This is an optimization exercise on Yosys and OpenROAD, whose aim is small area and a short achievable clock period, not a production implementation.
No activity file was given, so power comes from the tool's default toggle rates.

==> 08-11 <==
## fp_mul_pipe
module fp_mul_pipe (
  input  logic        clk,
  input  logic        rst_n,
  input  logic        in_valid,
  input  logic [3:0]  r_mode,
  input  logic [31:0] fp_X,
  input  logic [31:0] fp_Y,
  output logic        out_valid,
  output logic [31:0] fp_Z,
  output logic        ovrf,
  output logic        udrf
);
  localparam logic [1:0] RT_RNE = 2'd0;   
  localparam logic [1:0] RT_TRN = 2'd1;   
  localparam logic [1:0] RT_UPX = 2'd2;   
  localparam logic [1:0] RT_RMM = 2'd3;   
  localparam logic [1:0] CL_NUM = 2'd0;
  localparam logic [1:0] CL_ZER = 2'd1;
  localparam logic [1:0] CL_INF = 2'd2;
  localparam logic [1:0] CL_NAN = 2'd3;
  logic [3:0] vld_q;
  logic        s0_d, st0_0_d, st1_0_d;
  logic [1:0]  cl0_d, rt0_d;
  logic [9:0]  e0_d;
  logic        xz, yz, xe, ye, xfz, yfz;
  logic [22:0] ox, oy;
  always_comb begin
    xz  = (fp_X[30:23] == 8'h00);
    yz  = (fp_Y[30:23] == 8'h00);
    xe  = (fp_X[30:23] == 8'hFF);
    ye  = (fp_Y[30:23] == 8'hFF);
    xfz = (fp_X[22:0] == 23'd0);
    yfz = (fp_Y[22:0] == 23'd0);
    s0_d = fp_X[31] ^ fp_Y[31];
    if ((xe && !xfz) || (ye && !yfz) || (xe && yz) || (ye && xz)) cl0_d = CL_NAN;
    else if (xe || ye)                                           cl0_d = CL_INF;
    else if (xz || yz)                                           cl0_d = CL_ZER;
    else                                                         cl0_d = CL_NUM;
    e0_d = {2'b00, fp_X[30:23]} + {2'b00, fp_Y[30:23]} - 10'd127;
  ...
Settings: LEC_CHECK=0, ABC_AREA=1, CAP_MARGIN=20, CORE_MARGIN=2, CORE_UTILIZATION=40, SETUP_SLACK_MARGIN=4.5, SLEW_MARGIN=20; clock period 8.5 ns.
run.sh (not shown) runs the stock make flow with config.mk's settings and CLKGATE_MAP_FILE= SYNTH_SCRIPT=/design/flow/synth_recipe.tcl, a recipe that flattens the netlist after the stock synthesis.
==> 07-06: changes against 08-11 <==
--- a/flow/design.v
+++ b/flow/design.v
@@ -16,45 +16,23 @@
   localparam logic [1:0] RT_RMM = 2'd3;   
   localparam logic [1:0] CL_NUM = 2'd0;
   localparam logic [1:0] CL_ZER = 2'd1;
   localparam logic [1:0] CL_INF = 2'd2;
   localparam logic [1:0] CL_NAN = 2'd3;
   logic [3:0] vld_q;
-  logic        s0_d, st0_0_d, st1_0_d;
-  logic [1:0]  cl0_d, rt0_d;
-  logic [9:0]  e0_d;
-  logic        xz, yz, xe, ye, xfz, yfz;
-  logic [22:0] ox, oy;
+  logic        s0_d;
+  logic [1:0]  rt0_d;
   always_comb begin
-    xz  = (fp_X[30:23] == 8'h00);
-    yz  = (fp_Y[30:23] == 8'h00);
-    xe  = (fp_X[30:23] == 8'hFF);
-    ye  = (fp_Y[30:23] == 8'hFF);
-    xfz = (fp_X[22:0] == 23'd0);
-    yfz = (fp_Y[22:0] == 23'd0);
     s0_d = fp_X[31] ^ fp_Y[31];
-    if ((xe && !xfz) || (ye && !yfz) || (xe && yz) || (ye && xz)) cl0_d = CL_NAN;
-    else if (xe || ye)                                           cl0_d = CL_INF;
-    else if (xz || yz)                                           cl0_d = CL_ZER;
-    else                                                         cl0_d = CL_NUM;
-    e0_d = {2'b00, fp_X[30:23]} + {2'b00, fp_Y[30:23]} - 10'd127;
     case (r_mode)
       4'd1:    rt0_d = RT_TRN;
       4'd2:    rt0_d = s0_d ? RT_UPX : RT_TRN;
       4'd3:    rt0_d = s0_d ? RT_TRN : RT_UPX;
       4'd4:    rt0_d = RT_RMM;
       default: rt0_d = RT_RNE;
     endcase
-    for (int a = 0; a < 23; a++) begin
-      ox[a] = |(fp_X[22:0] & ((23'd2 << a) - 23'd1));
-      oy[a] = |(fp_Y[22:0] & ((23'd2 << a) - 23'd1));
-    end
-    st1_0_d = 1'b0;   
-    st0_0_d = 1'b0;   
-    for (int a = 0; a <= 22; a++) st1_0_d = st1_0_d | (ox[a] & oy[22-a]);
-    for (int a = 0; a <= 21; a++) st0_0_d = st0_0_d | (ox[a] & oy[21-a]);
   end
   logic [11:0] b_one0_d, b_two0_d, b_neg0_d;
   always_comb begin
     for (int i = 0; i < 12; i++) begin
       logic y2, y1, y0;
       y2 = (2*i+1 == 23) ? 1'b1 : fp_Y[2*i+1];
@@ -62,15 +40,15 @@
       y0 = (i == 0) ? 1'b0 : fp_Y[2*i-1];
       b_one0_d[i] = y1 ^ y0;
       b_two0_d[i] = (y2 & ~y1 & ~y0) | (~y2 & y1 & y0);
       b_neg0_d[i] = y2;
     end
   end
-  logic        s0_q, st0_0_q, st1_0_q;
-  logic [1:0]  cl0_q, rt0_q;
-  logic [9:0]  e0_q;
+  logic        s0_q;
+  logic [1:0]  rt0_q;
+  logic [7:0]  ex0_q, ey0_q;
   logic [22:0] fx0_q;
   logic [11:0] b_one0_q, b_two0_q, b_neg0_q;
   wire pp0_0 = ((b_one0_q[0] & fx0_q[0])) ^ b_neg0_q[0];
   wire pp0_1 = ((b_one0_q[0] & fx0_q[1]) | (b_two0_q[0] & fx0_q[0])) ^ b_neg0_q[0];
   wire pp0_2 = ((b_one0_q[0] & fx0_q[2]) | (b_two0_q[0] & fx0_q[1])) ^ b_neg0_q[0];
   wire pp0_3 = ((b_one0_q[0] & fx0_q[3]) | (b_two0_q[0] & fx0_q[2])) ^ b_neg0_q[0];
@@ -1326,12 +1304,42 @@
   assign csb1_q[42] = csb1_r[29];
   assign csb1_q[43] = csb1_r[30];
   assign csb1_q[44] = csb1_r[31];
   assign csb1_q[45] = csb1_r[32];
   assign csb1_q[46] = csb1_r[33];
   assign csb1_q[47] = csb1_r[34];
+  logic [22:0] fy1;
+  logic [22:0] ox, oy;
+  logic        st0_1_d, st1_1_d, xfz, yfz, xz, yz, xe, ye;
+  logic [1:0]  cl1_d;
+  logic [9:0]  e1_d;
+  always_comb begin
+    xz   = (ex0_q == 8'h00);
+    yz   = (ey0_q == 8'h00);
+    xe   = (ex0_q == 8'hFF);
+    ye   = (ey0_q == 8'hFF);
+    e1_d = {2'b00, ex0_q} + {2'b00, ey0_q} - 10'd127;
+    for (int i = 0; i < 12; i++) begin
+      if (2*i+1 <= 22) fy1[2*i+1] = b_neg0_q[i];
+      fy1[2*i] = b_one0_q[i] ^ ((i == 0) ? 1'b0 : b_neg0_q[i-1]);
+    end
+    xfz = (fx0_q == 23'd0);
+    yfz = (fy1 == 23'd0);
+    if ((xe && !xfz) || (ye && !yfz) || (xe && yz) || (ye && xz)) cl1_d = CL_NAN;
+    else if (xe || ye)                                           cl1_d = CL_INF;
+    else if (xz || yz)                                           cl1_d = CL_ZER;
+    else                                                         cl1_d = CL_NUM;
+    for (int a = 0; a < 23; a++) begin
+      ox[a] = |(fx0_q & ((23'd2 << a) - 23'd1));
+      oy[a] = |(fy1 & ((23'd2 << a) - 23'd1));
+    end
+    st1_1_d = 1'b0;   
+    st0_1_d = 1'b0;   
+    for (int a = 0; a <= 22; a++) st1_1_d = st1_1_d | (ox[a] & oy[22-a]);
+    for (int a = 0; a <= 21; a++) st0_1_d = st0_1_d | (ox[a] & oy[21-a]);
+  end
   logic        s1_q, st0_1_q, st1_1_q;
   logic [1:0]  cl1_q, rt1_q;
   logic [9:0]  e1_q;
   wire ag13 = csa1_q[13] & csb1_q[13];
   wire ap13 = csa1_q[13] ^ csb1_q[13];
   wire ag14 = csa1_q[14] & csb1_q[14];
@@ -1551,27 +1559,25 @@
   always_ff @(posedge clk or negedge rst_n) begin
     if (!rst_n) vld_q <= '0;
     else        vld_q <= {vld_q[2:0], in_valid};
   end
   always_ff @(posedge clk) begin
     s0_q     <= s0_d;
-    cl0_q    <= cl0_d;
     rt0_q    <= rt0_d;
-    e0_q     <= e0_d;
-    st0_0_q  <= st0_0_d;
-    st1_0_q  <= st1_0_d;
+    ex0_q    <= fp_X[30:23];
+    ey0_q    <= fp_Y[30:23];
     fx0_q    <= fp_X[22:0];
     b_one0_q <= b_one0_d;
     b_two0_q <= b_two0_d;
     b_neg0_q <= b_neg0_d;
     s1_q     <= s0_q;
-    cl1_q    <= cl0_q;
+    cl1_q    <= cl1_d;
     rt1_q    <= rt0_q;
-    e1_q     <= e0_q;
-    st0_1_q  <= st0_0_q;
-    st1_1_q  <= st1_0_q;
+    e1_q     <= e1_d;
+    st0_1_q  <= st0_1_d;
+    st1_1_q  <= st1_1_d;
     csa1_r[0] <= fc750;
     csa1_r[1] <= fc753;
     csa1_r[2] <= fc756;
     csa1_r[3] <= fc759;
     csa1_r[4] <= fc762;
     csa1_r[5] <= fc765;
ABC_AREA = default   (was 1)
==> 08-24: changes against 08-11 <==
ABC_AREA = default   (was 1)
==> 04-04: changes against 08-11 <==
--- a/flow/design.v
+++ b/flow/design.v
@@ -16,45 +16,23 @@
   localparam logic [1:0] RT_RMM = 2'd3;   
   localparam logic [1:0] CL_NUM = 2'd0;
   localparam logic [1:0] CL_ZER = 2'd1;
   localparam logic [1:0] CL_INF = 2'd2;
   localparam logic [1:0] CL_NAN = 2'd3;
   logic [3:0] vld_q;
-  logic        s0_d, st0_0_d, st1_0_d;
-  logic [1:0]  cl0_d, rt0_d;
-  logic [9:0]  e0_d;
-  logic        xz, yz, xe, ye, xfz, yfz;
-  logic [22:0] ox, oy;
+  logic        s0_d;
+  logic [1:0]  rt0_d;
   always_comb begin
-    xz  = (fp_X[30:23] == 8'h00);
-    yz  = (fp_Y[30:23] == 8'h00);
-    xe  = (fp_X[30:23] == 8'hFF);
-    ye  = (fp_Y[30:23] == 8'hFF);
-    xfz = (fp_X[22:0] == 23'd0);
-    yfz = (fp_Y[22:0] == 23'd0);
     s0_d = fp_X[31] ^ fp_Y[31];
-    if ((xe && !xfz) || (ye && !yfz) || (xe && yz) || (ye && xz)) cl0_d = CL_NAN;
-    else if (xe || ye)                                           cl0_d = CL_INF;
-    else if (xz || yz)                                           cl0_d = CL_ZER;
-    else                                                         cl0_d = CL_NUM;
-    e0_d = {2'b00, fp_X[30:23]} + {2'b00, fp_Y[30:23]} - 10'd127;
     case (r_mode)
       4'd1:    rt0_d = RT_TRN;
       4'd2:    rt0_d = s0_d ? RT_UPX : RT_TRN;
       4'd3:    rt0_d = s0_d ? RT_TRN : RT_UPX;
       4'd4:    rt0_d = RT_RMM;
       default: rt0_d = RT_RNE;
     endcase
-    for (int a = 0; a < 23; a++) begin
-      ox[a] = |(fp_X[22:0] & ((23'd2 << a) - 23'd1));
-      oy[a] = |(fp_Y[22:0] & ((23'd2 << a) - 23'd1));
-    end
-    st1_0_d = 1'b0;   
-    st0_0_d = 1'b0;   
-    for (int a = 0; a <= 22; a++) st1_0_d = st1_0_d | (ox[a] & oy[22-a]);
-    for (int a = 0; a <= 21; a++) st0_0_d = st0_0_d | (ox[a] & oy[21-a]);
   end
   logic [11:0] b_one0_d, b_two0_d, b_neg0_d;
   always_comb begin
     for (int i = 0; i < 12; i++) begin
       logic y2, y1, y0;
       y2 = (2*i+1 == 23) ? 1'b1 : fp_Y[2*i+1];
@@ -62,15 +40,15 @@
       y0 = (i == 0) ? 1'b0 : fp_Y[2*i-1];
       b_one0_d[i] = y1 ^ y0;
       b_two0_d[i] = (y2 & ~y1 & ~y0) | (~y2 & y1 & y0);
       b_neg0_d[i] = y2;
     end
   end
-  logic        s0_q, st0_0_q, st1_0_q;
-  logic [1:0]  cl0_q, rt0_q;
-  logic [9:0]  e0_q;
+  logic        s0_q;
+  logic [1:0]  rt0_q;
+  logic [7:0]  ex0_q, ey0_q;
   logic [22:0] fx0_q;
   logic [11:0] b_one0_q, b_two0_q, b_neg0_q;
   wire pp0_0 = ((b_one0_q[0] & fx0_q[0])) ^ b_neg0_q[0];
   wire pp0_1 = ((b_one0_q[0] & fx0_q[1]) | (b_two0_q[0] & fx0_q[0])) ^ b_neg0_q[0];
   wire pp0_2 = ((b_one0_q[0] & fx0_q[2]) | (b_two0_q[0] & fx0_q[1])) ^ b_neg0_q[0];
   wire pp0_3 = ((b_one0_q[0] & fx0_q[3]) | (b_two0_q[0] & fx0_q[2])) ^ b_neg0_q[0];
@@ -1326,12 +1304,42 @@
   assign csb1_q[42] = csb1_r[29];
   assign csb1_q[43] = csb1_r[30];
   assign csb1_q[44] = csb1_r[31];
   assign csb1_q[45] = csb1_r[32];
   assign csb1_q[46] = csb1_r[33];
   assign csb1_q[47] = csb1_r[34];
+  logic [22:0] fy1;
+  logic [22:0] ox, oy;
+  logic        st0_1_d, st1_1_d, xfz, yfz, xz, yz, xe, ye;
+  logic [1:0]  cl1_d;
+  logic [9:0]  e1_d;
+  always_comb begin
+    xz   = (ex0_q == 8'h00);
+    yz   = (ey0_q == 8'h00);
+    xe   = (ex0_q == 8'hFF);
+    ye   = (ey0_q == 8'hFF);
+    e1_d = {2'b00, ex0_q} + {2'b00, ey0_q} - 10'd127;
+    for (int i = 0; i < 12; i++) begin
+      if (2*i+1 <= 22) fy1[2*i+1] = b_neg0_q[i];
+      fy1[2*i] = b_one0_q[i] ^ ((i == 0) ? 1'b0 : b_neg0_q[i-1]);
+    end
+    xfz = (fx0_q == 23'd0);
+    yfz = (fy1 == 23'd0);
+    if ((xe && !xfz) || (ye && !yfz) || (xe && yz) || (ye && xz)) cl1_d = CL_NAN;
+    else if (xe || ye)                                           cl1_d = CL_INF;
+    else if (xz || yz)                                           cl1_d = CL_ZER;
+    else                                                         cl1_d = CL_NUM;
+    for (int a = 0; a < 23; a++) begin
+      ox[a] = |(fx0_q & ((23'd2 << a) - 23'd1));
+      oy[a] = |(fy1 & ((23'd2 << a) - 23'd1));
+    end
+    st1_1_d = 1'b0;   
+    st0_1_d = 1'b0;   
+    for (int a = 0; a <= 22; a++) st1_1_d = st1_1_d | (ox[a] & oy[22-a]);
+    for (int a = 0; a <= 21; a++) st0_1_d = st0_1_d | (ox[a] & oy[21-a]);
+  end
   logic        s1_q, st0_1_q, st1_1_q;
   logic [1:0]  cl1_q, rt1_q;
   logic [9:0]  e1_q;
   wire ag13 = csa1_q[13] & csb1_q[13];
   wire ap13 = csa1_q[13] ^ csb1_q[13];
   wire ag14 = csa1_q[14] & csb1_q[14];
@@ -1551,27 +1559,25 @@
   always_ff @(posedge clk or negedge rst_n) begin
     if (!rst_n) vld_q <= '0;
     else        vld_q <= {vld_q[2:0], in_valid};
   end
   always_ff @(posedge clk) begin
     s0_q     <= s0_d;
-    cl0_q    <= cl0_d;
     rt0_q    <= rt0_d;
-    e0_q     <= e0_d;
-    st0_0_q  <= st0_0_d;
-    st1_0_q  <= st1_0_d;
+    ex0_q    <= fp_X[30:23];
+    ey0_q    <= fp_Y[30:23];
     fx0_q    <= fp_X[22:0];
     b_one0_q <= b_one0_d;
     b_two0_q <= b_two0_d;
     b_neg0_q <= b_neg0_d;
     s1_q     <= s0_q;
-    cl1_q    <= cl0_q;
+    cl1_q    <= cl1_d;
     rt1_q    <= rt0_q;
-    e1_q     <= e0_q;
-    st0_1_q  <= st0_0_q;
-    st1_1_q  <= st1_0_q;
+    e1_q     <= e1_d;
+    st0_1_q  <= st0_1_d;
+    st1_1_q  <= st1_1_d;
     csa1_r[0] <= fc750;
     csa1_r[1] <= fc753;
     csa1_r[2] <= fc756;
     csa1_r[3] <= fc759;
     csa1_r[4] <= fc762;
     csa1_r[5] <= fc765;
==> qor summary <==
| metric | 04-04 | 07-06 | 08-11 | 08-24 |
|---|---|---|---|---|
| Cells after DPL | 2966 | 2699 | 2958 | 2703 |
| Switching Fraction | 0.4427 | 0.4243 | 0.4452 | 0.4322 |
| Area fraction in and, or, nand and nor cells after synthesis | 0.09281 | 0.06370 | 0.1030 | 0.06495 |
| Count of non-CTS inverters in the layout | 390 | 228 | 411 | 232 |
| Startpoint of the tightest hold check path | e1_q[1] | e1_q[9] | e1_q[0] | e0_q[3] |
| Met3 wirelength from detailed routing | 7.143 mm | 5.025 mm | 6.887 mm | 5.253 mm |
| Int Power | 4523 µW | 4774 µW | 4604 µW | 4821 µW |
| Result of the run | no timing/DRC/antenna violations | no timing/DRC/antenna violations | no timing/DRC/antenna violations | no timing/DRC/antenna violations |
| Synthesized area | 20750 µm² | 20390 µm² | 20690 µm² | 20310 µm² |
| Async set-or-reset flop fraction in the synthesized netlist | 0.01646 | 0.01646 | 0.01660 | 0.01660 |
| Required time worst endpoint | 8990 ps | 8960 ps | 8980 ps | 8960 ps |
| Area of placed instances | 22310 µm² | 22060 µm² | 22120 µm² | 21960 µm² |
| Gates resized, CTS repair | 44 | 18 | 53 | 85 |
| Height of the die | 231.7 µm | 229.8 µm | 231.4 µm | 229.3 µm |
| Comb_multi_in | 1540 | 1396 | 1540 | 1408 |
No functional check of the RTL was part of any run of this note.

port drivers added, routing unchanged:
In the flow no input, the clock included, has a driving cell. The finished layouts below were timed again as built, in two steps.
Step 1 (the two cells are an assumption about what drives the block):
set clk [get_ports {clk}]
set_driving_cell -lib_cell sky130_fd_sc_hd__clkbuf_16 $clk
set_driving_cell -lib_cell sky130_fd_sc_hd__buf_2 [delete_from_list [all_inputs] $clk]
Step 2 times the ports against the registers' clock, not the clock port: input delays grow and output delays shrink by t, the midpoint of the rising clock arrivals with the driver on.
Three values: no drivers, after step 1, after step 2; two values: the first two.
| run | t (ns) | slack for setup (ns) | worst data-port slew with drivers (ns) | cell pins on the clock port's net |
|---|---|---|---|---|
| 08-11 | 0.635 | 4.510 / 4.510 / 4.187 | 0.06 | 1 |
| 07-06 | 0.636 | 4.552 / 4.552 / 4.552 | 0.05 | 1 |
| 08-24 | 0.637 | 4.352 / 4.365 / 3.728 | 0.07 | 1 |
| 04-04 | 0.663 | 4.554 / 4.554 / 4.554 | 0.04 | 1 |
After both steps setup and hold are still met in every run listed. For 08-24, which loses most, drivers alone change the setup slack by +0.013 ns; drivers and shift together by -0.624 ns.
